Context: an optimization exercise on an open-source flow, tuned for small area and a short achievable clock period. The choices shown serve that exercise and are no tape-out recipe.
In this exercise RTL edits were held to simulation tests only and were not proved equivalent to the original.
Power figures rest on the tool's default switching activity, not on a simulated workload.

## flow/design.v (module list and top-level ports; edited modules follow where they fit)
// module dsp_tdm_mac: 178 lines
// module tdm_mac_mul: 967 lines
// module tdm_mac_top: 22 lines
module tdm_mac_top (
  input  logic               clk,
  input  logic               rst,
  input  logic               ce,
  input  logic               in_valid,
  input  logic [1:0]         in_ch,
  input  logic [1:0]         mode,
  input  logic signed [17:0] a,
  input  logic signed [17:0] b,
  input  logic signed [17:0] d,
  input  logic [7:0]         acc_len,
  output logic               out_valid,
  output logic [1:0]         out_ch,
  output logic signed [39:0] p,
  output logic               ovf
);
  // ...
==> flow/run.sh <==
#!/bin/bash
# synth_recipe.tcl (not shown) runs the flow's synth.tcl, then flattens the netlist and writes it again
# the make line also repeats each setting of config.mk as NAME=value (left out here)
make -C /OpenROAD-flow-scripts/flow DESIGN_CONFIG=/design/flow/config.mk WORK_HOME=/design/flow/orfs CLKGATE_MAP_FILE= SYNTH_SCRIPT=/design/flow/synth_recipe.tcl finish
==> flow/config.mk <==
export PLATFORM = sky130hd
export DESIGN_NAME = tdm_mac_top
export DESIGN_NICKNAME = tdm_mac_top
export VERILOG_FILES = /design/flow/design.v
export SDC_FILE = /design/flow/constraint.sdc
export NUM_CORES = 4
export LEC_CHECK = 0
export CAP_MARGIN = 20
export CORE_MARGIN = 2
export CORE_UTILIZATION = 40
export SETUP_SLACK_MARGIN = 4.3
export SLEW_MARGIN = 20
==> flow/constraint.sdc <==
create_clock -name core_clock -period 8.2 [get_ports {clk}]
set_input_delay 1.6400 -clock core_clock [delete_from_list [all_inputs] [get_ports {clk}]]
set_output_delay 1.6400 -clock core_clock [all_outputs]
set_load 0.01 [all_outputs]
==> results.tsv, run 1 <==
metric	value	unit
Post-Place Worst Slack	3.08	ns
worst hold margin	0.412	ns
clk pwr	1.93	mW
number of global-route vias before repair	19700	
register share of the cell area	36.8	%
Placed Cells	3298	
largest class	multi-input gates	
seq pwr	3.43	mW
xor/xnor share of the synthesized area	8.68	%
met1 usage	26.1	%
FF+latch area	11500	um2
Pwr top	combinational logic	
fillers	6082	
syn_nets	2829	
synthesized flop and latch total	386	
layout cells sized above 1	9.11	%
critical path capture point type	flop	
Mapped Cells	2457	
Worst path depth	13	
Power Dens Cells	359	nW/um2
asr flop ratio synth	0	%
global-route wire length before repair	108000	um
pin count of the biggest net entering global routing	92	
synthesized cell area	27000	um2
post-DP HPWL	44000	um
switch share	39.0	%
#MultiIn Comb	1705	
nets	2885	
clock insertion delay at the later pin of the skew report	0.59	ns
Largest Register	u_mac.acc_r	
top flop regs	u_mac.acc_r x160, u_mac.prod3_r x37, u_mac.cnt1_r x32	
# H-tree levels	2	
Num CTS Buffers	42	
setup TNS	0	ns
most used cell along the critical path	a211oi_2	
RSZ-0062 raised after global routing	true	
reg2reg setup slack	4.37	ns
outcome	finished clean	
drt first pass iters	8	
Slowest-stage cell, CP	o31ai_2	
NetSw	4.37	mW
Min-Delay Path Class	flop to flop	
Slew Viols, Final	0	
==> inputs of run 2 (changes only) <==
--- a/flow/config.mk
+++ b/flow/config.mk
@@ -10,2 +10,5 @@
 export CORE_UTILIZATION = 40
+export CTS_BUF_LIST = sky130_fd_sc_hd__clkbuf_8
+export CTS_CLUSTER_DIAMETER = 45
+export CTS_CLUSTER_SIZE = 16
 export SETUP_SLACK_MARGIN = 4.3
==> results.tsv, run 2 <==
metric	value	unit	change
post-DP HPWL	44000	um	unchanged
post-route minimum period	3.93	ns	
Comb power frac	55.0	%	
final std cells w/o fill	3438		
fillers	6084		+0.033%
core box area	67000	um2	
Slowest-stage cell, CP	or3_2		
Max-Cap Viols	0		
relative slew slack	35.0	%	
Internal	6.40	mW	
vias per inst	5.72		
io pins	114		
sequential fraction of the synthesis area	42.4	%	
Vias	19700		
period utilisation layout	48.0	%	
Layout Skew	0.0501	ns	
final setup vio count	0		
Hold Path Depth	0		
area of the die	69700	um2	
Ys Warns	2		
total gr overflow	0		
RSZ-0062 raised after global routing	true		
Largest Register	u_mac.acc_r		
Setup crit start kind	flop		
Hold Fails Final Rpt	0		
antenna viol nets, final	0		
outcome	finished clean		
Reg power frac	31.6	%	
Row Count	95		
Min-Delay Path Class	flop to flop		
Least-Margin Pin Slew	0.975	ns	
Layout area overhead	14.6	%	
post-detailed-route DRC marker count	0		
footprint of the multi-input gates	14800	um2	
Commonest cells post-synth	edfxtp_1, a22oi_1, inv_1		
global-route wire length before repair	109000	um	+0.63%
Min-Delay Endpoint	u_mac.prod3_r[3]$_DFFE_PP_		
placer congestion estimate	0.857		
clock-pin slew on the worst setup and hold paths	0.09	ns	
clock sink total	386		
setup TNS	0	ns	unchanged
worst r2r dst	u_mac.acc_r[0][19]$_DFFE_PP_		
drt first pass iters	7		-1
commonest non-fill, non-tap cells in the layout	edfxtp_1, a22oi_1, inv_1, ha_1, nand2_1		
leading area contributor after synthesis	edfxtp_1		
DRT met1 WL	30100	um	
Initial DRC Count	1917		
Routed WL per cell	20.2	um	
commonest non-fill, non-tap cell in the layout	edfxtp_1		
Pleak	12.2	nW	
Total GRT Usage	19.4	%	
Power Dens Cells	350	nW/um2	-2.4%
top flop regs	u_mac.acc_r x160, u_mac.prod3_r x37, u_mac.cnt1_r x32		
Area contributors post-synth	edfxtp_1, fa_1, a22oi_1		
syn_nets	2829		unchanged
metal3 WL	5030	um	
Placed Cells	3298		unchanged
layout cells sized above 1	11.0	%	+1.9 points
Slew Viols, Final	0		unchanged
Hold Buf Count CTS	0		
max FFs per register	160		
CTS tree	built		
asr flop ratio synth	0	%	unchanged
worst stage delay on the critical path	0.63	ns	
Top Layer Used	met4		
Post-Syn Area per Cell	11.0	um2	
Num CTS Buffers	46		+9.5%
starting density of the core	40.3	%	
port bufs	113		
origin of the critical flop-to-flop path	u_mac.sel3_r[0]$_DFFE_PP_		
Crit Path Max Fanout	23		
clk root buf	clkbuf_8		
number of global-route vias before repair	19700		+0.26%
nets	2898		+0.45%
clock power share	13.4	%	
path depth of the worst reg2reg path	14		
synthesized flop and latch total	386		unchanged
synthesized cell area	27000	um2	unchanged
clock insertion delay at the later pin of the skew report	0.66	ns	+0.07 ns
Die W	264	um	
HP Start	u_mac.lo2_r[3]$_DFFE_PP_		
die height	264	um	
CP Class	flop to flop		
Post-synth EDFFs	372		
# H-tree levels	2		unchanged
Data arrival, critical path	4.39	ns	
reg2reg setup slack	4.27	ns	-0.10 ns
NetSw	4.46	mW	+2.0%
FF+latch area	11500	um2	unchanged
FMAX	254	MHz	
WP data required	8.66	ns	
Unique masters post-synth	73		
final wirelength	69300	um	
initial antenna violation count	1		
pin count of the biggest net entering global routing	92		unchanged
Synth Flop Type	edfxtp_1		
area share of the leading cell type in the synthesized netlist	41.3	%	
count leader, synth	edfxtp_1		
WL met2	32300	um	
switch share	41.1	%	+2.0 points
critical path capture point type	flop		
Mapped Cells	2457		unchanged
VDD IR-drop max	0.000143	V	
clk buf depth	3		
Cell Chain, Critical Path	buf_4 > buf_6 > a22oi_1 > nand2_1 > ha_2 > nand2_1 > o31a_1 > nor3_4 > or2_4 > a21oi_4 > a31o_4 > o21a_4 > or3_2 > o31ai_4		
most used cell along the critical path	nand2_1		
[run 2: cell type report]
type	instances	area share (%)
multi-input combinational	1708	47.8
sequential	386	37.0
timing repair buffer	179	5.96
tap	873	3.53
inverter	205	2.48
clock buffer	47	2.09
clock inverter	39	1.21
antenna	1	0.00808
[run 2: worst max-delay path by stage]
stage                               from                           end  slack [ns]  cells past startpoint
2_1_floorplan                       b[0]    u_mac.pre1_r[16]$_DFFE_PP_        4.25                     11
3_3_place_gp   u_mac.sel3_r[0]$_DFFE_PP_  u_mac.acc_r[0][38]$_DFFE_PP_        3.14                     13
3_5_place_dp   u_mac.sel3_r[0]$_DFFE_PP_  u_mac.acc_r[1][36]$_DFFE_PP_        3.08                     13
4_1_cts        u_mac.sel3_r[0]$_DFFE_PP_   u_mac.acc_r[0][6]$_DFFE_PP_        4.26                     13
5_1_grt        u_mac.sel3_r[0]$_DFFE_PP_  u_mac.acc_r[3][10]$_DFFE_PP_        4.14                     14
6_report       u_mac.sel3_r[0]$_DFFE_PP_  u_mac.acc_r[0][19]$_DFFE_PP_        4.27                     14
[run 2: stage by stage]
| stage | hold WS [ns] | utilization (%) | total power [mW] | cell area [um2] | worst slack [ns] |
|---|---|---|---|---|---|
| after floorplan | 0.400 | - | 7.50 | 27100 | 4.25 |
| after global placement | 0.408 | 43.0 | 8.84 | 28800 | 3.14 |
| after detailed placement | 0.417 | 43.0 | 8.99 | 28900 | 3.08 |
| after CTS | 0.416 | 45.2 | 10.6 | 30300 | 4.26 |
| after global routing | 0.431 | 46.2 | 11.9 | 31000 | 4.14 |
| final | 0.416 | 46.2 | 10.9 | 31000 | 4.27 |
[run 2: worst max-delay path, delay by kind of cell (launching register included)]
family                   cells  cell delay [ns]
flip-flops                   1             0.43
AND/OR/NAND/NOR              5             1.26
AO/OA/AOI/OAI                6             1.30
buffers and inverters        2             0.37
adder cells (fa/ha/maj)      1             0.38
[run 2: repair_timing]
| action | CTS | global route |
|---|---|---|
| endpoints found under the setup margin | 216 | 195 |
| buffers inserted | 9 | 32 |
| gates resized for setup | 76 | 102 |
| cloned | 10 | 1 |
| pin swaps | 17 | 15 |
[run 2: power by group through the flow]
stage          clock network [mW]  logic, mW  registers (mW)
2_1_floorplan                   0       4.23            3.27
3_3_place_gp                    0       5.36            3.48
3_5_place_dp                    0       5.52            3.48
4_1_cts                      1.50       5.69            3.44
5_1_grt                      1.57       6.84            3.46
6_report                     1.45       5.97            3.43
[run 2: logic make-up (layout without fill, tap and decap cells)]
group           count (synthesis)  count (layout)  share of synthesized area (%)
flops                         386             386                           42.4
fa+ha+maj                     302             302                           17.5
xor+xnor                      268             268                           8.68
buf+inv                       374             470                           5.27
simple gates                  389             399                           6.79
other cells                     0               1                              0
mux                            20              20                           1.17
compound gates                718             719                           18.3
[run 2: metal layers]
layer  vias up  GRT usage, %
met4         0          6.73
met1      9598          26.0
met5         -             0
met3       141          3.51
met2       794          31.8
li1       9118             -
==> inputs of run 3 (changes only) <==
==> flow/flow/run.sh (new file) <==
#!/bin/bash
# Own flow: the standard layout (standard.sh), except that the input and
# output ports are buffered with the smallest buffer cell, sky130_fd_sc_hd__buf_1,
# instead of the resizer's default pick; the resizer still resizes these
# buffers later where timing or slew needs it.  The tool output goes to
# standard_flow.log here (and ORFS's own logs under orfs/logs/).
set -euo pipefail
bash standard.sh "BUFFER_PORTS_ARGS=-buffer_cell sky130_fd_sc_hd__buf_1" finish > standard_flow.log 2>&1
==> flow/standard.sh (new file) <==
#!/bin/bash
# synth_recipe.tcl (not shown) runs the flow's synth.tcl, then flattens the netlist and writes it again
# the make line also repeats each setting of config.mk as NAME=value (left out here)
make -C /OpenROAD-flow-scripts/flow DESIGN_CONFIG=/design/flow/config.mk WORK_HOME=/design/flow/orfs CLKGATE_MAP_FILE= SYNTH_SCRIPT=/design/flow/synth_recipe.tcl "${@:-finish}"
--- a/flow/config.mk
+++ b/flow/config.mk
@@ -10,5 +10,2 @@
 export CORE_UTILIZATION = 40
-export CTS_BUF_LIST = sky130_fd_sc_hd__clkbuf_8
-export CTS_CLUSTER_DIAMETER = 45
-export CTS_CLUSTER_SIZE = 16
 export SETUP_SLACK_MARGIN = 4.3
removed: flow/run.sh
==> results.tsv, run 3 <==
metric	value	unit	change
outcome	finished clean		
post-detailed-route DRC marker count	0		unchanged
Layout area overhead	11.8	%	
clock power share	16.6	%	+3.2 points
ant diodes	0		-1
worst stage delay on the critical path	1.00	ns	+0.37 ns
Min-Delay Path Class	flop to flop		
max FFs per register	160		unchanged
Routed WL per cell	20.5	um	+1.5%
path depth of the worst reg2reg path	8		-6
Layout Skew	0.0183	ns	-0.0319 ns
Reg power frac	30.7	%	-0.9 points
syn_nets	2829		unchanged
io pins	114		unchanged
pin count of the biggest net entering global routing	194		+110%
count leader, synth	edfxtp_1		
clk root buf	clkbuf_16		
switch share	39.8	%	-1.3 points
metal3 WL	5450	um	+8.3%
Num CTS Buffers	43		-6.5%
Post-Place Worst Slack	3.31	ns	+0.231 ns
Cell Chain, Critical Path	a22oi_1 > xnor2_1 > fa_1 > inv_1 > fa_1 > fa_1 > inv_1 > fa_1		
relative slew slack	27.6	%	-7.4 points
area share of the leading cell type in the synthesized netlist	41.3	%	unchanged
critical path capture point type	flop		
CP Class	flop to flop		
antenna viol nets, final	0		unchanged
core box area	67000	um2	unchanged
post-synthesis mux area share	1.17	%	unchanged
final setup vio count	0		unchanged
NetSw	4.45	mW	-0.10%
compound-cell area share of the yosys netlist	18.3	%	unchanged
total gr overflow	0		unchanged
Total GRT Usage	19.6	%	+0.18 points
Internal	6.73	mW	+5.2%
Least-Margin Pin Slew	1.09	ns	+0.111 ns
Max-Cap Viols	0		unchanged
port bufs	113		unchanged
final worst slack	4.40	ns	+0.128 ns
period utilisation layout	46.4	%	-1.6 points
initial antenna violation count	0		-1
Hold Path Depth	0		unchanged
clock sink total	386		unchanged
WL met2	32500	um	+0.43%
vias per inst	5.75		+0.53%
synthesized flop and latch total	386		unchanged
Post-Syn Area per Cell	11.0	um2	unchanged
Post-synth EDFFs	372		unchanged
Area contributors post-synth	edfxtp_1, fa_1, a22oi_1		
setup TNS	0	ns	unchanged
Commonest cells post-synth	edfxtp_1, a22oi_1, inv_1		
nets	2878		-0.69%
# H-tree levels	2		unchanged
largest family of logic cells by synthesized area	compound AO/OA/AOI/OAI gates		
commonest non-fill, non-tap cell in the layout	edfxtp_1		
Comb power frac	52.6	%	-2.4 points
Mapped Cells	2457		unchanged
Synth Area in Adders	17.5	%	unchanged
Setup crit start kind	flop		
sequential fraction of the synthesis area	42.4	%	unchanged
area of the die	69700	um2	unchanged
synthesized cell area	27000	um2	unchanged
Power Dens Cells	370	nW/um2	+5.6%
Row Count	95		unchanged
Synth Flop Type	edfxtp_1		
clock-pin slew on the worst setup and hold paths	0.06	ns	-0.03 ns
post-route minimum period	3.80	ns	-0.128 ns
xor/xnor share of the synthesized area	8.68	%	unchanged
Top Layer Used	met4		
WP data required	8.51	ns	-0.15 ns
drt first pass iters	6		-1
Data arrival, critical path	4.11	ns	-0.28 ns
Initial DRC Count	1799		-6.2%
Slowest-stage cell, CP	edfxtp_1		
placer congestion estimate	0.860		+0.40%
RSZ-0062 raised after global routing	false		
Hold Fails Final Rpt	0		unchanged
Crit Path Max Fanout	19		-17%
layout cells sized above 1	8.35	%	-2.7 points
clock insertion delay at the later pin of the skew report	0.57	ns	-0.09 ns
CTS tree	built		
starting density of the core	40.3	%	unchanged
Unique masters post-synth	73		unchanged
Pleak	11.8	nW	-3.3%
WP buf/inv	2		unchanged
Ys Warns	2		unchanged
FMAX	263	MHz	+3.4%
final wirelength	69800	um	+0.77%
DRT met1 WL	30300	um	+0.66%
Die W	264	um	unchanged
commonest non-fill, non-tap cells in the layout	edfxtp_1, a22oi_1, inv_1, ha_1, nand2_1		
Slew Viols, Final	0		unchanged
Vias	19600		-0.20%
die height	264	um	unchanged
Largest Register	u_mac.acc_r		
post-DP HPWL	44100	um	+0.16%
number of global-route vias before repair	19700		-0.12%
Largest delay share family, worst path	adder cells		
Worst path depth	8		-6
simple-gate portion of the synthesized area	6.79	%	unchanged
most used cell along the critical path	fa_1		
top flop regs	u_mac.acc_r x160, u_mac.prod3_r x37, u_mac.cnt1_r x32		
VDD IR-drop max	0.000187	V	+31%
leading area contributor after synthesis	edfxtp_1		
clk buf depth	3		unchanged
global-route wire length before repair	110000	um	+0.83%
asr flop ratio synth	0	%	unchanged
-- run 3: routing by layer --
metal  track usage [%]  vias up
li1                  -     9064
met1              26.5     9531
met2              32.3      892
met3              3.26      125
met4              6.11        0
met5                 0        -
-- run 3: cells by family (layout without fill, tap and decap cells) --
kind of cell | Yosys count | in the layout
buffers and inverters | 374 | 448
XOR/XNOR | 268 | 268
AND/OR/NAND/NOR | 389 | 397
adder cells (fa/ha/maj) | 302 | 302
AO/OA/AOI/OAI | 718 | 719
multiplexers | 20 | 20
flip-flops | 386 | 386
-- run 3: what timing repair did --
item                                    CTS  global route
endpoints found under the setup margin  165           189
setup buffers                             7            19
pin swaps                                 3            10
cloned                                    7             2
hold buffers                              0             0
gates resized for setup                  28            87
-- run 3: path summary, 6_finish.rpt --
path	start	end	slack, ns
setup / recovery	u_mac.two1_r[4]$_DFFE_PP_	u_mac.hc2_r[11]$_DFFE_PP_	4.40
hold / removal	u_mac.lo2_r[2]$_DFFE_PP_	u_mac.prod3_r[2]$_DFFE_PP_	0.41
setup reg to reg	u_mac.two1_r[4]$_DFFE_PP_	u_mac.hc2_r[11]$_DFFE_PP_	4.40
hold reg to reg	u_mac.lo2_r[2]$_DFFE_PP_	u_mac.prod3_r[2]$_DFFE_PP_	0.41
-- run 3: power by group through the flow --
| stage | combinational, mW | sequential (mW) | clock, mW |
|---|---|---|---|
| after floorplan | 4.23 | 3.27 | 0 |
| final | 5.89 | 3.43 | 1.86 |
| after global placement | 5.34 | 3.48 | 0 |
| after global routing | 6.71 | 3.46 | 1.98 |
| after detailed placement | 5.55 | 3.48 | 0 |
| after CTS | 5.69 | 3.44 | 1.90 |
-- run 3: worst reg2reg max path, cell delays in order, from the launching register on --
cell      delay (ns)
edfxtp_1        1.00
a22oi_1         0.26
xnor2_1         0.22
fa_1            0.55
inv_1           0.09
fa_1            0.43
fa_1            0.53
inv_1           0.05
fa_1            0.43
-- run 3: final cells by class --
type | instances | area (um2)
Clock buffer | 60 | 1180
Clock inverter | 19 | 174
Fill cell | 6258 | 36800
Inverter | 205 | 769
Multi-Input combinational cell | 1706 | 14600
Sequential cell | 386 | 11500
Tap cell | 873 | 1090
Timing Repair Buffer | 164 | 953
-- run 3: stage by stage --
| stage | hold slack [ns] | total power, mW | area (um2) | utilization (%) | instances |
|---|---|---|---|---|---|
| CTS | 0.419 | 11.0 | 29800 | 44.4 | 3392 |
| global route | 0.421 | 12.1 | 30200 | 45.1 | 3413 |
| floorplan | 0.400 | 7.50 | 27100 | - | 2457 |
| global placement | 0.408 | 8.82 | 28100 | 41.9 | 3295 |
| detailed placement | 0.405 | 9.03 | 28200 | 42.1 | 3299 |
| finish | 0.414 | 11.2 | 30200 | 45.1 | 3413 |
==> inputs of run 4 (changes only) <==
==> flow/flow/run.sh (replaced) <==
#!/bin/bash
# Own flow: the standard layout (standard.sh) with two changes that only
# save cell area:
#  * the input and output ports are buffered with the smallest buffer cell,
#    sky130_fd_sc_hd__buf_1 (the resizer still resizes them where needed);
#  * clock tree synthesis uses sky130_fd_sc_hd__clkbuf_8 with sink clusters of
#    at most 16 flip-flops, and inserts no dummy loads.
# The tool output goes to standard_flow.log here (and ORFS's own logs under
# orfs/logs/).
set -euo pipefail
bash standard.sh \
  "BUFFER_PORTS_ARGS=-buffer_cell sky130_fd_sc_hd__buf_1" \
  "CTS_ARGS=-sink_clustering_enable -repair_clock_nets -dont_use_dummy_load -buf_list sky130_fd_sc_hd__clkbuf_8 -sink_clustering_size 16 -sink_clustering_max_diameter 45" \
  finish > standard_flow.log 2>&1
--- a/flow/config.mk
+++ b/flow/config.mk
@@ -9,3 +9,3 @@
 export CORE_MARGIN = 2
-export CORE_UTILIZATION = 40
+export CORE_UTILIZATION = 60
 export SETUP_SLACK_MARGIN = 4.3
==> results.tsv, run 4 <==
metric	value	unit	change
outcome	finished clean		
Slowest-stage cell, CP	edfxtp_1		
nets	2884		+0.21%
path depth of the worst reg2reg path	14		+6
Synth Flop Type	edfxtp_1		
asr flop ratio synth	0	%	unchanged
WP data required	8.55	ns	+0.04 ns
period utilisation layout	46.4	%	+0.050 points
Die W	216	um	-18%
antenna viol nets, final	0		unchanged
Area contributors post-synth	edfxtp_1, fa_1, a22oi_1		
Data arrival, critical path	4.16	ns	+0.05 ns
Num CTS Buffers	47		+9.3%
final std cells w/o fill	3102		-9.1%
simple-gate portion of the synthesized area	6.79	%	unchanged
post-detailed-route DRC marker count	0		unchanged
drt first pass iters	6		unchanged
Pleak	11.5	nW	-2.7%
Placed Cells	3022		-8.4%
post-layout util	65.7	%	+21 points
ant diodes	0		unchanged
pin count of the biggest net entering global routing	71		-63%
clk buf depth	3		unchanged
Initial DRC Count	1946		+8.2%
die height	216	um	-18%
synthesized cell area	27000	um2	unchanged
critical path capture point type	flop		
reg2reg setup slack	4.39	ns	about the same
crit path from	u_mac.sel3_r[1]$_DFFE_PP_		
Hold Path Depth	0		unchanged
Least-Margin Pin Slew	1.01	ns	-0.0744 ns
initial antenna violation count	2		+2
synthesized flop and latch total	386		unchanged
Row Count	77		-19%
count leader, synth	edfxtp_1		
post-route minimum period	3.81	ns	+0.00411 ns
fillers	3462		-45%
FMAX	263	MHz	-0.11%
# H-tree levels	2		unchanged
Comb power frac	56.8	%	+4.2 points
top flop regs	u_mac.acc_r x160, u_mac.prod3_r x37, u_mac.cnt1_r x32		
largest family of logic cells by synthesized area	compound AO/OA/AOI/OAI gates		
Vias	19500		-0.41%
NetSw	4.28	mW	-3.8%
clock sink total	386		unchanged
total gr overflow	0		unchanged
clock power share	10.7	%	-5.9 points
Synth Area in Adders	17.5	%	unchanged
io pins	114		unchanged
Max-Cap Viols	0		unchanged
clock-pin slew on the worst setup and hold paths	0.09	ns	+0.03 ns
leading area contributor after synthesis	edfxtp_1		
Internal	6.18	mW	-8.2%
Layout area overhead	7.77	%	
global-route wire length before repair	103000	um	-5.7%
post-DP HPWL	42800	um	-2.9%
HP Start	u_mac.lo2_r[6]$_DFFE_PP_		
worst hold margin	0.401	ns	-0.0128 ns
final wirelength	65500	um	-6.2%
Total GRT Usage	27.8	%	+8.1 points
Commonest cells post-synth	edfxtp_1, a22oi_1, inv_1		
port bufs	113		unchanged
final setup vio count	0		unchanged
area of the die	46800	um2	-33%
post-synthesis mux area share	1.17	%	unchanged
max FFs per register	160		unchanged
worst r2r dst	u_mac.acc_r[0][5]$_DFFE_PP_		
RSZ-0062 raised after global routing	true		
Layout Skew	0.0843	ns	+0.0660 ns
Power Dens Cells	359	nW/um2	-2.9%
syn_nets	2829		unchanged
xor/xnor share of the synthesized area	8.68	%	unchanged
sequential fraction of the synthesis area	42.4	%	unchanged
relative slew slack	32.6	%	+5.0 points
compound-cell area share of the yosys netlist	18.3	%	unchanged
Setup crit start kind	flop		
CTS tree	built		
Unique masters post-synth	73		unchanged
commonest non-fill, non-tap cells in the layout	edfxtp_1, a22oi_1, inv_1, ha_1, nand2_1		
commonest non-fill, non-tap cell in the layout	edfxtp_1		
clk root buf	clkbuf_8		
Post-Syn Area per Cell	11.0	um2	unchanged
Post-synth EDFFs	372		unchanged
Mapped Cells	2457		unchanged
Slew Viols, Final	0		unchanged
area share of the leading cell type in the synthesized netlist	41.3	%	unchanged
Crit Path Max Fanout	41		+22
starting density of the core	61.0	%	+21 points
most used cell along the critical path	buf_12		
origin of the critical flop-to-flop path	u_mac.sel3_r[1]$_DFFE_PP_		
setup TNS	0	ns	unchanged
Largest Register	u_mac.acc_r		
switch share	40.9	%	+1.1 points
vias per inst	6.30		+9.6%
placer congestion estimate	0.899		+4.5%
number of global-route vias before repair	19500		-0.84%
Ys Warns	2		unchanged
worst stage delay on the critical path	0.43	ns	-0.57 ns
Min-Delay Path Class	flop to flop		
CP Class	flop to flop		
core box area	44300	um2	-34%
Min-Delay Endpoint	u_mac.prod3_r[6]$_DFFE_PP_		
Hold Fails Final Rpt	0		unchanged
clock insertion delay at the later pin of the skew report	0.67	ns	+0.10 ns
Cell Chain, Critical Path	buf_12 > a22oi_1 > nand2_1 > ha_1 > a211oi_2 > o31a_1 > nor3_4 > or2_4 > a21oi_4 > a31o_4 > o21a_4 > and3_4 > buf_12 > o21ai_1		
Hold Buf Count CTS	0		unchanged
Routed WL per cell	21.1	um	+3.2%
Reg power frac	32.6	%	+1.9 points
layout cells sized above 1	7.77	%	-0.58 points
VDD IR-drop max	0.000213	V	+14%
[run 4: worst max-delay path, delay by kind of cell, from the launching register on]
family | cells | cell delay, ns
fa+ha+maj | 1 | 0.36
compound gates | 7 | 1.56
buf+inv | 2 | 0.37
simple gates | 4 | 0.78
flops | 1 | 0.43
[run 4: area by class of cell]
type / count / area (um2) / share of cell area [%]
flip-flops and latches: 386 / 11500 / 39.3
well taps: 592 / 741 / 2.54
clock buffers: 47 / 647 / 2.22
inverters: 205 / 769 / 2.64
multi-input cells: 1706 / 14600 / 50.1
repair buffers: 166 / 917 / 3.15
[run 4: kinds of logic (layout without fill, tap and decap cells)]
| group | count (synthesis) | in the layout |
|---|---|---|
| compound gates | 718 | 719 |
| buf+inv | 374 | 418 |
| simple gates | 389 | 397 |
| xor+xnor | 268 | 268 |
| mux | 20 | 20 |
| flops | 386 | 386 |
| fa+ha+maj | 302 | 302 |
[run 4: power by group through the flow]
stage	Clock, mW	Sequential [mW]	Combinational, mW
6_report	1.12	3.41	5.94
2_1_floorplan	0	3.27	4.23
3_3_place_gp	0	3.44	5.42
5_1_grt	1.22	3.43	6.78
3_5_place_dp	0	3.45	5.59
4_1_cts	1.16	3.41	5.73
[run 4: worst max path at each step]
stage,endpoint,cells after the start
after detailed placement,u_mac.acc_r[2][30]$_DFFE_PP_,13
final,u_mac.acc_r[0][5]$_DFFE_PP_,14
after floorplan,u_mac.pre1_r[16]$_DFFE_PP_,11
after global routing,u_mac.acc_r[0][39]$_DFFE_PP_,13
after global placement,u_mac.acc_r[0][30]$_DFFE_PP_,13
after CTS,u_mac.acc_r[2][34]$_DFFE_PP_,13
[run 4: what timing repair did]
action	CTS	global route
gates cloned	5	5
setup endpoints to repair	161	185
setup buffers	7	16
pin swaps	13	9
resized for setup	34	73
[run 4: layer usage]
layer | vias up | wire length (um) | track usage [%]
met5 | - | 0 | 0
met4 | 0 | 1750 | 9.73
met3 | 133 | 4470 | 3.72
met2 | 761 | 31400 | 46.1
met1 | 9601 | 27800 | 37.7
li1 | 9037 | - | -
[run 4: through the flow]
stage                     total power, mW  cell area, um2  setup slack, ns
final                                10.5           29100             4.39
after global routing                 11.4           29100             4.25
after CTS                            10.3           28700             4.29
after detailed placement             9.04           27800             3.59
after global placement               8.87           27800             3.77
after floorplan                      7.50           27100             4.25
==> inputs of run 5 (changes only) <==
--- a/flow/config.mk
+++ b/flow/config.mk
@@ -9,4 +9,4 @@
 export CORE_MARGIN = 2
-export CORE_UTILIZATION = 60
-export SETUP_SLACK_MARGIN = 4.3
+export CORE_UTILIZATION = 40
+export SETUP_SLACK_MARGIN = 4.5
 export SLEW_MARGIN = 20
==> results.tsv, run 5 <==
metric	value	unit	change
outcome	finished clean		
Cell Chain, Critical Path	buf_12 > a22oi_1 > nand2_1 > ha_2 > fa_2 > a21oi_2 > o21a_1 > o211ai_1 > a2111oi_4 > o41ai_4 > a31oi_2 > a22oi_1 > xnor2_1 > o21ai_2		
VDD IR-drop max	0.000167	V	-21%
drt first pass iters	6		unchanged
WP buf/inv	1		-1
period utilisation layout	45.1	%	-1.3 points
post-layout util	46.3	%	-19 points
commonest non-fill, non-tap cells in the layout	edfxtp_1, a22oi_1, inv_1, nand2_1, ha_1		
total gr overflow	0		unchanged
final setup vio count	0		unchanged
reg2reg setup slack	4.50	ns	+0.11 ns
initial antenna violation count	1		-1
count leader, synth	edfxtp_1		
area share of the leading cell type in the synthesized netlist	41.3	%	unchanged
clk buf depth	3		unchanged
starting density of the core	40.3	%	-21 points
clock insertion delay at the later pin of the skew report	0.67	ns	about the same
CTS tree	built		
Unique masters post-synth	73		unchanged
io pins	114		unchanged
Power Dens Cells	350	nW/um2	-2.6%
Vias	19900		+2.1%
Total GRT Usage	19.6	%	-8.1 points
DP Area	28200	um2	+1.6%
post-detailed-route DRC marker count	0		unchanged
FF+latch area	11500	um2	about the same
post-route minimum period	3.70	ns	-0.111 ns
Post-Place Worst Slack	3.61	ns	+0.0198 ns
synthesized flop and latch total	386		unchanged
most used cell along the critical path	a22oi_1		
Routed WL per cell	20.7	um	-2.0%
number of global-route vias before repair	19900		+1.7%
Slew Viols, Final	0		unchanged
post-DP HPWL	43800	um	+2.4%
global-route wire length before repair	110000	um	+6.4%
Layout area overhead	14.8	%	
final wirelength	71800	um	+9.7%
placer congestion estimate	0.846		-6.0%
Synth Flop Type	edfxtp_1		
sequential fraction of the synthesis area	42.4	%	unchanged
Row Count	95		+23%
Layout Skew	0.105	ns	+0.0209 ns
Least-Margin Pin Slew	0.879	ns	-0.133 ns
Min-Delay Path Class	flop to flop		
Post-Syn Area per Cell	11.0	um2	unchanged
relative slew slack	41.4	%	+8.9 points
Pleak	12.1	nW	+5.6%
Setup crit start kind	flop		
clk root buf	clkbuf_8		
die height	264	um	+22%
Mapped Cells	2457		unchanged
Ys Warns	2		unchanged
Die W	264	um	+22%
max FFs per register	160		unchanged
Hold Fails Final Rpt	0		unchanged
top flop regs	u_mac.acc_r x160, u_mac.prod3_r x37, u_mac.cnt1_r x32		
WP data required	8.57	ns	+0.02 ns
footprint of the multi-input gates	15100	um2	+3.1%
layout cells sized above 1	13.5	%	+5.8 points
# H-tree levels	2		unchanged
setup TNS	0	ns	unchanged
asr flop ratio synth	0	%	unchanged
vias per inst	5.74		-8.8%
worst stage delay on the critical path	0.52	ns	+0.09 ns
nets	2972		+3.1%
design area	31000	um2	+6.5%
clock sink total	386		unchanged
Slowest-stage cell, CP	a2111oi_4		
Commonest cells post-synth	edfxtp_1, a22oi_1, inv_1		
FMAX	270	MHz	+3.0%
Data arrival, critical path	4.07	ns	-0.09 ns
core box area	67000	um2	+51%
CP Class	flop to flop		
Largest delay share family, worst path	compound AO/OA/AOI/OAI gates		
Initial DRC Count	2009		+3.2%
Hold Buf Count CTS	0		unchanged
Max-Cap Viols	0		unchanged
Num CTS Buffers	52		+11%
leading area contributor after synthesis	edfxtp_1		
clock-pin slew on the worst setup and hold paths	0.07	ns	-0.02 ns
syn_nets	2829		unchanged
critical path capture point type	flop		
area of the die	69700	um2	+49%
Crit Path Max Fanout	21		-49%
fillers	6073		+75%
commonest non-fill, non-tap cell in the layout	edfxtp_1		
Area contributors post-synth	edfxtp_1, fa_1, a22oi_1		
antenna viol nets, final	0		unchanged
Largest Register	u_mac.acc_r		
synthesized cell area	27000	um2	unchanged
pin count of the biggest net entering global routing	194		+170%
RSZ-0062 raised after global routing	true		
port bufs	113		unchanged
Post-synth EDFFs	372		unchanged
final worst slack	4.50	ns	+0.111 ns
==> run 5: cell count changes in the layout (fill, tap and decap cells not counted), moves of 5 or more <==
cell / change
a22oi_2: +7
a22oi_1: -7
buf_6: +6
o21ai_2: +21
clkbuf_8: +5
ha_1: -21
buf_4: +48
buf_12: +22
o21ai_0: -9
ha_4: +17
o21ai_1: -12
==> run 5: layout make-up <==
type	instances	area share (%)
clock buffers	52	2.31
inverters	205	2.50
repair buffers	247	6.22
diodes	1	0.00806
multi-input cells	1708	48.5
flip-flops and latches	386	36.9
well taps	873	3.52
==> run 5: final timing paths <==
path,start,to,cells past startpoint
setup / recovery,u_mac.sel3_r[0]$_DFFE_PP_,u_mac.acc_r[0][38]$_DFFE_PP_,14
hold / removal,u_mac.lo2_r[3]$_DFFE_PP_,u_mac.prod3_r[3]$_DFFE_PP_,0
setup reg to reg,u_mac.sel3_r[0]$_DFFE_PP_,u_mac.acc_r[0][38]$_DFFE_PP_,14
hold reg to reg,u_mac.lo2_r[3]$_DFFE_PP_,u_mac.prod3_r[3]$_DFFE_PP_,0
==> run 5: through the flow <==
stage,power (mW),instances,hold WS (ns)
detailed placement,9.01,3297,0.410
CTS,10.5,3389,0.349
finish,10.9,3472,0.357
floorplan,7.50,2457,0.400
global placement,8.81,3295,0.403
global route,11.9,3472,0.362
==> run 5: timing repair <==
action,CTS,global route
resized for setup,77,119
endpoints found under the setup margin,198,226
pin swaps,13,27
gates cloned,9,6
hold endpoints to repair,0,0
setup buffers,31,75
==> run 5: power breakdown <==
part | total [mW] | leakage (nW) | switching, mW | internal (mW)
registers | 3.35 | 3.61 | 0.188 | 3.16
clock network | 1.20 | 0.374 | 0.643 | 0.555
logic | 6.31 | 8.13 | 3.60 | 2.71
total | 10.9 | 12.1 | 4.43 | 6.43
==> run 5: cells by family after synthesis <==
logic type	after synthesis	share of synthesized area, %
AOI/OAI and AO/OA	718	18.3
xor gates and xnor gates	268	8.68
buffers and inverters	374	5.27
muxes	20	1.17
DFF	386	42.4
and+or+nand+nor	389	6.79
adders and majority gates	302	17.5
==> run 5: metal layers <==
layer  global-route usage, %  part of all wire (%)  vias to the layer above
met2                    32.9                    47                      849
met1                    26.5                    43                     9749
met4                    5.54                   2.5                        0
met5                       0                     0                        -
li1                        -                     -                     9214
met3                    2.99                   7.3                      129
==> inputs of run 6 (changes only) <==
--- a/flow/config.mk
+++ b/flow/config.mk
@@ -12 +12,2 @@
 export SLEW_MARGIN = 20
+export TNS_END_PERCENT = 5
==> results.tsv, run 6 <==
metric	value	unit	change
outcome	finished clean		
CTS tree	built		
total power	10.7	mW	-1.1%
design area	30600	um2	-1.3%
critical path capture point type	flop		
leading area contributor after synthesis	edfxtp_1		
layout cells sized above 1	12.3	%	-1.3 points
clock-pin slew on the worst setup and hold paths	0.08	ns	about the same
Ys Warns	2		unchanged
Post-Syn Area per Cell	11.0	um2	unchanged
WL met2	33600	um	-0.97%
total gr overflow	0		unchanged
post-route minimum period	3.72	ns	+0.0264 ns
Largest Register	u_mac.acc_r		
Num CTS Buffers	48		-7.7%
worst stage delay on the critical path	0.93	ns	+0.41 ns
fillers	6235		+2.7%
Setup crit start kind	flop		
post-detailed-route DRC marker count	0		unchanged
io pins	114		unchanged
Layout area overhead	13.3	%	
die height	264	um	unchanged
Layout Skew	0.0974	ns	-0.00777 ns
Mapped Cells	2457		unchanged
max FFs per register	160		unchanged
metal3 WL	5260	um	+0.98%
drt first pass iters	6		unchanged
Power Dens Cells	351	nW/um2	+0.23%
placer congestion estimate	0.860		+1.7%
initial antenna violation count	1		unchanged
period utilisation layout	45.4	%	+0.32 points
Die W	264	um	unchanged
commonest non-fill, non-tap cell in the layout	edfxtp_1		
relative slew slack	27.2	%	-14 points
commonest non-fill, non-tap cells in the layout	edfxtp_1, a22oi_1, inv_1, ha_1, nand2_1		
clk buf depth	3		unchanged
Max-Cap Viols	0		unchanged
FF+latch area	11500	um2	about the same
number of global-route vias before repair	19900		+0.11%
Slew Viols, Final	0		unchanged
Crit Path Max Fanout	18		-14%
most used cell along the critical path	fa_1		
WP data required	8.51	ns	-0.06 ns
post-DP HPWL	44100	um	+0.62%
top flop regs	u_mac.acc_r x160, u_mac.prod3_r x37, u_mac.cnt1_r x32		
Synth Flop Type	edfxtp_1		
Post-synth EDFFs	372		unchanged
Pleak	12.0	nW	-1.2%
vias per inst	5.75		+0.12%
area share of the leading cell type in the synthesized netlist	41.3	%	unchanged
port bufs	113		unchanged
Unique masters post-synth	73		unchanged
# H-tree levels	2		unchanged
asr flop ratio synth	0	%	unchanged
Top Layer Used	met4		
Row Count	95		unchanged
pin count of the biggest net entering global routing	194		unchanged
nets	2952		-0.67%
Data arrival, critical path	4.04	ns	-0.03 ns
synthesized flop and latch total	386		unchanged
VDD IR-drop max	0.000161	V	-3.7%
RSZ-0062 raised after global routing	true		
Initial DRC Count	1929		-4.0%
final setup vio count	0		unchanged
Routed WL per cell	20.9	um	+0.85%
DRT met1 WL	30900	um	+0.16%
count leader, synth	edfxtp_1		
Cell Chain, Critical Path	a22oi_1 > xnor2_1 > fa_1 > inv_1 > fa_1 > fa_1 > inv_1 > fa_1		
sequential fraction of the synthesis area	42.4	%	unchanged
clock sink total	386		unchanged
footprint of the multi-input gates	14900	um2	-1.0%
Slowest-stage cell, CP	edfxtp_1		
starting density of the core	40.3	%	unchanged
FMAX	269	MHz	-0.71%
global-route wire length before repair	110000	um	+0.41%
DP Area	28200	um2	-0.19%
Total GRT Usage	19.8	%	+0.12 points
Commonest cells post-synth	edfxtp_1, a22oi_1, inv_1		
Least-Margin Pin Slew	1.09	ns	+0.213 ns
Vias	19800		-0.46%
Min-Delay Path Class	flop to flop		
CP Class	flop to flop		
area of the die	69700	um2	unchanged
syn_nets	2829		unchanged
Hold Fails Final Rpt	0		unchanged
clk root buf	clkbuf_8		
synthesized cell area	27000	um2	unchanged
clock insertion delay at the later pin of the skew report	0.66	ns	about the same
Area contributors post-synth	edfxtp_1, fa_1, a22oi_1		
antenna viol nets, final	0		unchanged
final wirelength	72000	um	+0.27%
setup TNS	0	ns	unchanged
core box area	67000	um2	unchanged
==> run 6: changes by cell type in the layout (fill, tap and decap cells not counted), moves of 4 or more <==
cell,before,now
ha_4,19,7
ha_2,7,12
buf_4,93,81
buf_12,27,20
ha_1,150,157
clkbuf_8,52,48
==> run 6: power by group <==
| group | internal (mW) | leakage (nW) | switching [mW] |
|---|---|---|---|
| logic | 2.65 | 8.01 | 3.56 |
| clock network | 0.514 | 0.345 | 0.630 |
| registers | 3.16 | 3.61 | 0.218 |
==> run 6: final timing paths <==
kind	startpoint	end	slack (ns)	cells after the start
worst max-delay path	u_mac.pre1_r[7]$_DFFE_PP_	u_mac.hc2_r[10]$_DFFE_PP_	4.48	8
worst min-delay path	u_mac.lo2_r[2]$_DFFE_PP_	u_mac.prod3_r[2]$_DFFE_PP_	0.36	0
worst max register to register	u_mac.pre1_r[7]$_DFFE_PP_	u_mac.hc2_r[10]$_DFFE_PP_	4.48	8
worst min register to register	u_mac.lo2_r[2]$_DFFE_PP_	u_mac.prod3_r[2]$_DFFE_PP_	0.36	0
==> run 6: layout make-up <==
class                      instances  area share (%)
multi-input combinational       1708            48.7
sequential                       386            37.4
timing repair buffer             231            5.68
tap                              873            3.57
inverter                         205            2.51
clock buffer                      48            2.16
antenna                            1         0.00817
==> run 6: repair_timing <==
action / CTS / global route
endpoints found under the setup margin: 201 / 256
buffers inserted: 13 / 75
resized for setup: 92 / 86
gates cloned: 11 / 5
hold buffers: 0 / 0
pin swaps: 16 / 32
==> run 6: cells by family (layout without fill, tap and decap cells) <==
logic type      Yosys count  after routing  share of synthesized area [%]
simple gates            389            399                           6.79
flops                   386            386                           42.4
compound gates          718            719                           18.3
mux                      20             20                           1.17
fa+ha+maj               302            302                           17.5
other cells               0              1                              0
buf+inv                 374            484                           5.27
xor+xnor                268            268                           8.68
==> run 6: metrics by stage <==
step	utilization, %	setup slack [ns]	hold WS (ns)	instances
3_5_place_dp	42.1	3.31	0.405	3299
4_1_cts	43.7	4.41	0.369	3371
5_1_grt	45.7	4.38	0.368	3452
3_3_place_gp	41.9	3.37	0.408	3295
2_1_floorplan	-	4.25	0.400	2457
6_report	45.7	4.48	0.360	3452
==> run 6: worst max-delay path: cells and delay by family (launching register included) <==
family / cells / cell delay [ns]
flip-flops: 1 / 0.93
XOR/XNOR: 1 / 0.20
adder cells (fa/ha/maj): 4 / 1.94
buffers and inverters: 2 / 0.13
AO/OA/AOI/OAI: 1 / 0.24
==> run 6: metal layers <==
layer	track usage, %	up-vias
met5	0	-
met4	6.34	0
met3	3.65	144
met2	32.6	825
met1	26.4	9704
li1	-	9176
==> inputs of run 7 (changes only) <==
--- a/flow/config.mk
+++ b/flow/config.mk
@@ -10,3 +10,3 @@
 export CORE_UTILIZATION = 40
-export SETUP_SLACK_MARGIN = 4.5
+export SETUP_SLACK_MARGIN = 4.3
 export SLEW_MARGIN = 20
==> results.tsv, run 7 <==
metric	value	unit	change
met2 Usage GRT	32.1	%	-0.50 points
path depth of the worst reg2reg path	13		+5
FMAX	261	MHz	-2.9%
leading area contributor after synthesis	edfxtp_1		
clk root buf	clkbuf_8		
RSZ-0062 raised after global routing	true		
syn_nets	2829		unchanged
worst setup path end	u_mac.acc_r[0][21]$_DFFE_PP_		
max FFs per register	160		unchanged
Placed Cells	3299		unchanged
reg2reg setup slack	4.36	ns	-0.11 ns
pin count of the biggest net entering global routing	194		unchanged
met3 Usage GRT	3.33	%	-0.33 points
Hold Path Depth	0		unchanged
clock-pin slew on the worst setup and hold paths	0.10	ns	+0.02 ns
Die W	264	um	unchanged
layout cells sized above 1	6.94	%	-5.4 points
Synth Flop Type	edfxtp_1		
GR peak layer	met2		
post-layout util	43.7	%	-2.0 points
Crit Path Max Fanout	19		+1
design area	29300	um2	-4.4%
Least-Margin Pin Slew	1.09	ns	-0.00274 ns
commonest non-fill, non-tap cell in the layout	edfxtp_1		
period utilisation layout	46.8	%	+1.4 points
final wirelength	68900	um	-4.2%
Data arrival, critical path	4.29	ns	+0.25 ns
Initial DRC Count	1860		-3.6%
Num CTS Buffers	48		unchanged
area share of the leading cell type in the synthesized netlist	41.3	%	unchanged
Largest Register	u_mac.acc_r		
worst r2r dst	u_mac.acc_r[0][21]$_DFFE_PP_		
starting density of the core	40.3	%	unchanged
Area contributors post-synth	edfxtp_1, fa_1, a22oi_1		
CTS tree	built		
top flop regs	u_mac.acc_r x160, u_mac.prod3_r x37, u_mac.cnt1_r x32		
area of the die	69700	um2	unchanged
Vias	19400		-2.3%
drt first pass iters	6		unchanged
global-route wire length before repair	109000	um	-1.3%
# H-tree levels	2		unchanged
Layout area overhead	8.29	%	
Total GRT Usage	19.5	%	-0.30 points
CP Class	flop to flop		
fillers	6332		+1.6%
commonest non-fill, non-tap cells in the layout	edfxtp_1, a22oi_1, inv_1, ha_1, nand2_1		
placer congestion estimate	0.860		unchanged
clk buf depth	3		unchanged
sequential fraction of the synthesis area	42.4	%	unchanged
met1 usage	26.4	%	about the same
clock insertion delay at the later pin of the skew report	0.66	ns	about the same
Max-Cap Viols	0		unchanged
Layout Skew	0.0940	ns	-0.00342 ns
post-route minimum period	3.84	ns	+0.113 ns
synthesized flop and latch total	386		unchanged
setup TNS	0	ns	unchanged
Setup crit start kind	flop		
Pleak	11.4	nW	-4.8%
post-detailed-route DRC marker count	0		unchanged
Routed WL per cell	20.5	um	-1.8%
core box area	67000	um2	unchanged
WP data required	8.65	ns	+0.14 ns
crit path from	u_mac.sel3_r[1]$_DFFE_PP_		
outcome	finished clean		
asr flop ratio synth	0	%	unchanged
number of global-route vias before repair	19700		-0.80%
synthesized cell area	27000	um2	unchanged
clock sink total	386		unchanged
Unique masters post-synth	73		unchanged
VDD IR-drop max	0.000161	V	+0.24%
initial antenna violation count	1		unchanged
nets	2868		-2.8%
Ys Warns	2		unchanged
critical path capture point type	flop		
Min-Delay Path Class	flop to flop		
Commonest cells post-synth	edfxtp_1, a22oi_1, inv_1		
count leader, synth	edfxtp_1		
vias per inst	5.76		+0.17%
relative slew slack	27.4	%	+0.18 points
DP Area	28200	um2	unchanged
total gr overflow	0		unchanged
Post-synth EDFFs	372		unchanged
Hold Fails Final Rpt	0		unchanged
Mapped Cells	2457		unchanged
post-DP HPWL	44100	um	unchanged
Slew Viols, Final	0		unchanged
origin of the critical flop-to-flop path	u_mac.sel3_r[1]$_DFFE_PP_		
antenna viol nets, final	0		unchanged
die height	264	um	unchanged
Row Count	95		unchanged
Hold Buf Count CTS	0		unchanged
final std cells w/o fill	3368		-2.4%
final setup vio count	0		unchanged
Post-Syn Area per Cell	11.0	um2	unchanged
port bufs	113		unchanged
Power Dens Cells	354	nW/um2	+1.0%
io pins	114		unchanged
worst hold margin	0.361	ns	+0.000368 ns
[run 7: cell counts after synthesis]
No cell type changed its count.
[run 7: how the worst min path moves through the flow]
stage,start,to
global route,u_mac.lo2_r[2]$_DFFE_PP_,u_mac.prod3_r[2]$_DFFE_PP_
CTS,u_mac.lo2_r[2]$_DFFE_PP_,u_mac.prod3_r[2]$_DFFE_PP_
floorplan,u_mac.dump2_r$_DFFE_PP_,u_mac.dump3_r$_DFFE_PP_
global placement,u_mac.dump2_r$_DFFE_PP_,u_mac.dump3_r$_DFFE_PP_
finish,u_mac.lo2_r[2]$_DFFE_PP_,u_mac.prod3_r[2]$_DFFE_PP_
detailed placement,u_mac.lo2_r[2]$_DFFE_PP_,u_mac.prod3_r[2]$_DFFE_PP_
[run 7: power breakdown]
| group | internal (mW) | total [mW] | switching, mW |
|---|---|---|---|
| sequential | 3.16 | 3.44 | 0.280 |
| clock | 0.514 | 1.14 | 0.629 |
| combinational | 2.44 | 5.79 | 3.35 |
| total | 6.12 | 10.4 | 4.25 |
[run 7: timing repair]
item,in CTS,in global routing
pin swaps,4,11
endpoints found under the setup margin,165,187
cloned,6,2
buffers inserted,8,4
gates resized for setup,24,69
[run 7: worst max-delay path, stage by stage, from the launching register on]
cell and delay, ns:
edfxtp_1 0.49, buf_4 0.21, buf_4 0.22, a22oi_1 0.18
nand2_1 0.14, ha_1 0.42, nand4_1 0.22, nor4b_4 0.37
a21oi_4 0.11, a31o_1 0.28, o21a_4 0.27, and3_4 0.21
buf_4 0.18, o31ai_4 0.31
[run 7: metrics by stage]
stage | setup slack (ns) | power [mW]
after global routing | 4.18 | 11.3
after CTS | 4.23 | 10.3
final | 4.36 | 10.4
after global placement | 3.37 | 8.82
after floorplan | 4.25 | 7.50
after detailed placement | 3.31 | 9.03
[run 7: logic make-up after synthesis]
kind of cell / after synthesis / share of synthesized area (%)
simple gates: 389 / 6.79
xor+xnor: 268 / 8.68
fa+ha+maj: 302 / 17.5
flops: 386 / 42.4
buf+inv: 374 / 5.27
compound gates: 718 / 18.3
mux: 20 / 1.17
[run 7: layer usage]
metal	vias to the layer above	part of all wire, %
li1	8996	-
met1	9451	43
met2	817	46
met3	135	7.7
met4	0	2.6
met5	-	0
[run 7: layout make-up]
class	instances	area, um2	area share (%)
sequential	386	11500	39.1
inverter	205	769	2.63
clock buffer	48	661	2.26
antenna	1	2.50	0.00855
multi-input combinational	1705	14500	49.5
timing repair buffer	150	801	2.74
tap	873	1090	3.73
==> inputs of run 8 (changes only) <==
--- a/flow/config.mk
+++ b/flow/config.mk
@@ -12,2 +12 @@
 export SLEW_MARGIN = 20
-export TNS_END_PERCENT = 5
==> results.tsv, run 8 <==
metric	value	unit	change
Hold Fails Final Rpt	0		unchanged
post-synthesis mux area share	1.17	%	unchanged
most used cell along the critical path	fa_1		
Slowest-stage cell, CP	edfxtp_1		
Ys Warns	2		unchanged
Initial DRC Count	1818		-2.3%
placer congestion estimate	0.860		unchanged
# H-tree levels	2		unchanged
commonest non-fill, non-tap cells in the layout	edfxtp_1, a22oi_1, inv_1, ha_1, nand2_1		
design area	29600	um2	+1.1%
Die W	264	um	unchanged
clock sink total	386		unchanged
final setup vio count	0		unchanged
Area contributors post-synth	edfxtp_1, fa_1, a22oi_1		
area of the die	69700	um2	unchanged
layout cells sized above 1	8.45	%	+1.5 points
asr flop ratio synth	0	%	unchanged
antenna viol nets, final	0		unchanged
synthesized cell area	27000	um2	unchanged
Layout Skew	0.0916	ns	-0.00241 ns
largest family of logic cells by synthesized area	compound AO/OA/AOI/OAI gates		
commonest non-fill, non-tap cell in the layout	edfxtp_1		
clock insertion delay at the later pin of the skew report	0.66	ns	about the same
Data arrival, critical path	4.11	ns	-0.18 ns
initial antenna violation count	1		unchanged
clk root buf	clkbuf_8		
Layout area overhead	9.46	%	
post-DP HPWL	44100	um	unchanged
Largest Register	u_mac.acc_r		
top flop regs	u_mac.acc_r x160, u_mac.prod3_r x37, u_mac.cnt1_r x32		
Cell Chain, Critical Path	a22oi_1 > xnor2_1 > fa_1 > inv_1 > fa_1 > fa_1 > inv_1 > fa_1		
RSZ-0062 raised after global routing	false		
Total GRT Usage	19.5	%	+0.043 points
Power Dens Cells	354	nW/um2	about the same
clock-pin slew on the worst setup and hold paths	0.08	ns	-0.02 ns
xor/xnor share of the synthesized area	8.68	%	unchanged
critical path capture point type	flop		
compound-cell area share of the yosys netlist	18.3	%	unchanged
final wirelength	69700	um	+1.1%
die height	264	um	unchanged
Vias	19400		+0.11%
syn_nets	2829		unchanged
port bufs	113		unchanged
CTS tree	built		
Max-Cap Viols	0		unchanged
max FFs per register	160		unchanged
clk buf depth	3		unchanged
CP Class	flop to flop		
relative slew slack	27.7	%	+0.34 points
Synth Area in Adders	17.5	%	unchanged
period utilisation layout	46.1	%	-0.74 points
core box area	67000	um2	unchanged
FMAX	265	MHz	+1.6%
synthesized flop and latch total	386		unchanged
outcome	finished clean		
io pins	114		unchanged
WP data required	8.54	ns	-0.11 ns
Post-Syn Area per Cell	11.0	um2	unchanged
post-detailed-route DRC marker count	0		unchanged
post-layout util	44.1	%	+0.47 points
Routed WL per cell	20.6	um	+0.63%
nets	2884		+0.56%
VDD IR-drop max	0.000162	V	+0.48%
worst hold margin	0.359	ns	-0.00166 ns
Slew Viols, Final	0		unchanged
Post-synth EDFFs	372		unchanged
Num CTS Buffers	48		unchanged
count leader, synth	edfxtp_1		
area share of the leading cell type in the synthesized netlist	41.3	%	unchanged
drt first pass iters	6		unchanged
Hold Path Depth	0		unchanged
starting density of the core	40.3	%	unchanged
path depth of the worst reg2reg path	8		-5
leading area contributor after synthesis	edfxtp_1		
sequential fraction of the synthesis area	42.4	%	unchanged
total power	10.5	mW	+1.1%
vias per inst	5.74		-0.37%
Mapped Cells	2457		unchanged
setup TNS	0	ns	unchanged
post-route minimum period	3.78	ns	-0.0606 ns
Min-Delay Path Class	flop to flop		
Least-Margin Pin Slew	1.08	ns	-0.00512 ns
Row Count	95		unchanged
Crit Path Max Fanout	19		unchanged
number of global-route vias before repair	19700		-0.036%
simple-gate portion of the synthesized area	6.79	%	unchanged
total gr overflow	0		unchanged
global-route wire length before repair	109000	um	+0.15%
Unique masters post-synth	73		unchanged
Setup crit start kind	flop		
Synth Flop Type	edfxtp_1		
DP Area	28200	um2	unchanged
Pleak	11.5	nW	+0.91%
Commonest cells post-synth	edfxtp_1, a22oi_1, inv_1		
pin count of the biggest net entering global routing	194		unchanged
worst stage delay on the critical path	0.97	ns	+0.48 ns
Hold Buf Count CTS	0		unchanged
==> run 8: stage by stage <==
step / setup slack, ns / instances
CTS: 4.25 / 3362
detailed placement: 3.31 / 3299
floorplan: 4.25 / 2457
finish: 4.42 / 3384
global placement: 3.37 / 3295
global route: 4.28 / 3384
==> run 8: kinds of logic (layout without fill, tap and decap cells) <==
| kind of cell | Yosys count | count (layout) |
|---|---|---|
| flops | 386 | 386 |
| other cells | 0 | 1 |
| mux | 20 | 20 |
| xor+xnor | 268 | 268 |
| buf+inv | 374 | 416 |
| compound gates | 718 | 719 |
| fa+ha+maj | 302 | 302 |
| simple gates | 389 | 399 |
==> run 8: timing repair <==
item | CTS | global route
pin swaps | 5 | 13
cloned | 7 | 4
buffers inserted | 8 | 17
hold endpoints to repair | 0 | 0
endpoints found under the setup margin | 165 | 187
gates resized for setup | 35 | 91
==> run 8: path summary, 6_finish.rpt <==
check / startpoint / slack [ns] / end
setup / recovery: u_mac.two1_r[4]$_DFFE_PP_ / 4.42 / u_mac.hc2_r[11]$_DFFE_PP_
setup reg to reg: u_mac.two1_r[4]$_DFFE_PP_ / 4.42 / u_mac.hc2_r[11]$_DFFE_PP_
hold / removal: u_mac.lo2_r[2]$_DFFE_PP_ / 0.36 / u_mac.prod3_r[2]$_DFFE_PP_
hold reg to reg: u_mac.lo2_r[2]$_DFFE_PP_ / 0.36 / u_mac.prod3_r[2]$_DFFE_PP_
==> run 8: layer usage <==
metal / track usage [%] / share of wire [%]
met1: 26.3 / 44
met2: 32.2 / 47
met4: 5.70 / 2.4
met3: 3.38 / 7.4
met5: 0 / 0
==> run 8: cell type report <==
type / count / area (um2)
repair buffers: 163 / 933
diodes: 1 / 2.50
inverters: 205 / 769
well taps: 873 / 1090
multi-input cells: 1708 / 14700
clock buffers: 48 / 661
flip-flops and latches: 386 / 11500
fillers: 6316 / 37400
==> run 8: worst max-delay path, delay by kind of cell, from the launching register on <==
family          cells  cell delay, ns
compound gates      1            0.24
fa+ha+maj           4            1.93
flops               1            0.97
buf+inv             2            0.14
xor+xnor            1            0.22
==> run 8: report_power, final <==
group,internal [mW],leakage (nW),switching (mW)
Sequential,3.16,3.61,0.274
Clock,0.514,0.345,0.630
Combinational,2.50,7.54,3.40

-- what the ideal ports hide --
Ports are ideal in the flow. The routed layouts listed here were re-timed in OpenROAD.
Step 1 assumes that a clkbuf_16 drives the clock port and a buf_2 every other input.
Step 2 moves the port delays by t, midway between the first and last clock arrival at a register: inputs arrive t later, outputs are due t later. That takes back most of the time a late clock gives input paths.
Three values: ideal, step 1, step 2; two values: the first two.
| run | t, ns | setup slack, ns | cell pins on the clock port's net |
|---|---|---|---|
| run 1 | 0.629 | 4.347 / 4.337 / 3.749 | 1 |
| run 2 | 0.689 | 4.267 / 4.267 / 3.697 | 1 |
| run 3 | 0.623 | 4.396 / 4.396 / 3.856 | 1 |
| run 4 | 0.670 | 4.391 / 4.391 / 3.792 | 1 |
| run 5 | 0.673 | 4.502 / 4.502 / 3.970 | 1 |
| run 6 | 0.660 | 4.476 / 4.476 / 3.871 | 1 |
| run 7 | 0.658 | 4.363 / 4.363 / 3.765 | 1 |
| run 8 | 0.657 | 4.423 / 4.423 / 3.813 | 1 |
After both steps every run listed still meets setup and hold. The setup slack of run 8, which loses most, moves by 0.000 ns with the drivers and by -0.610 ns with both steps.
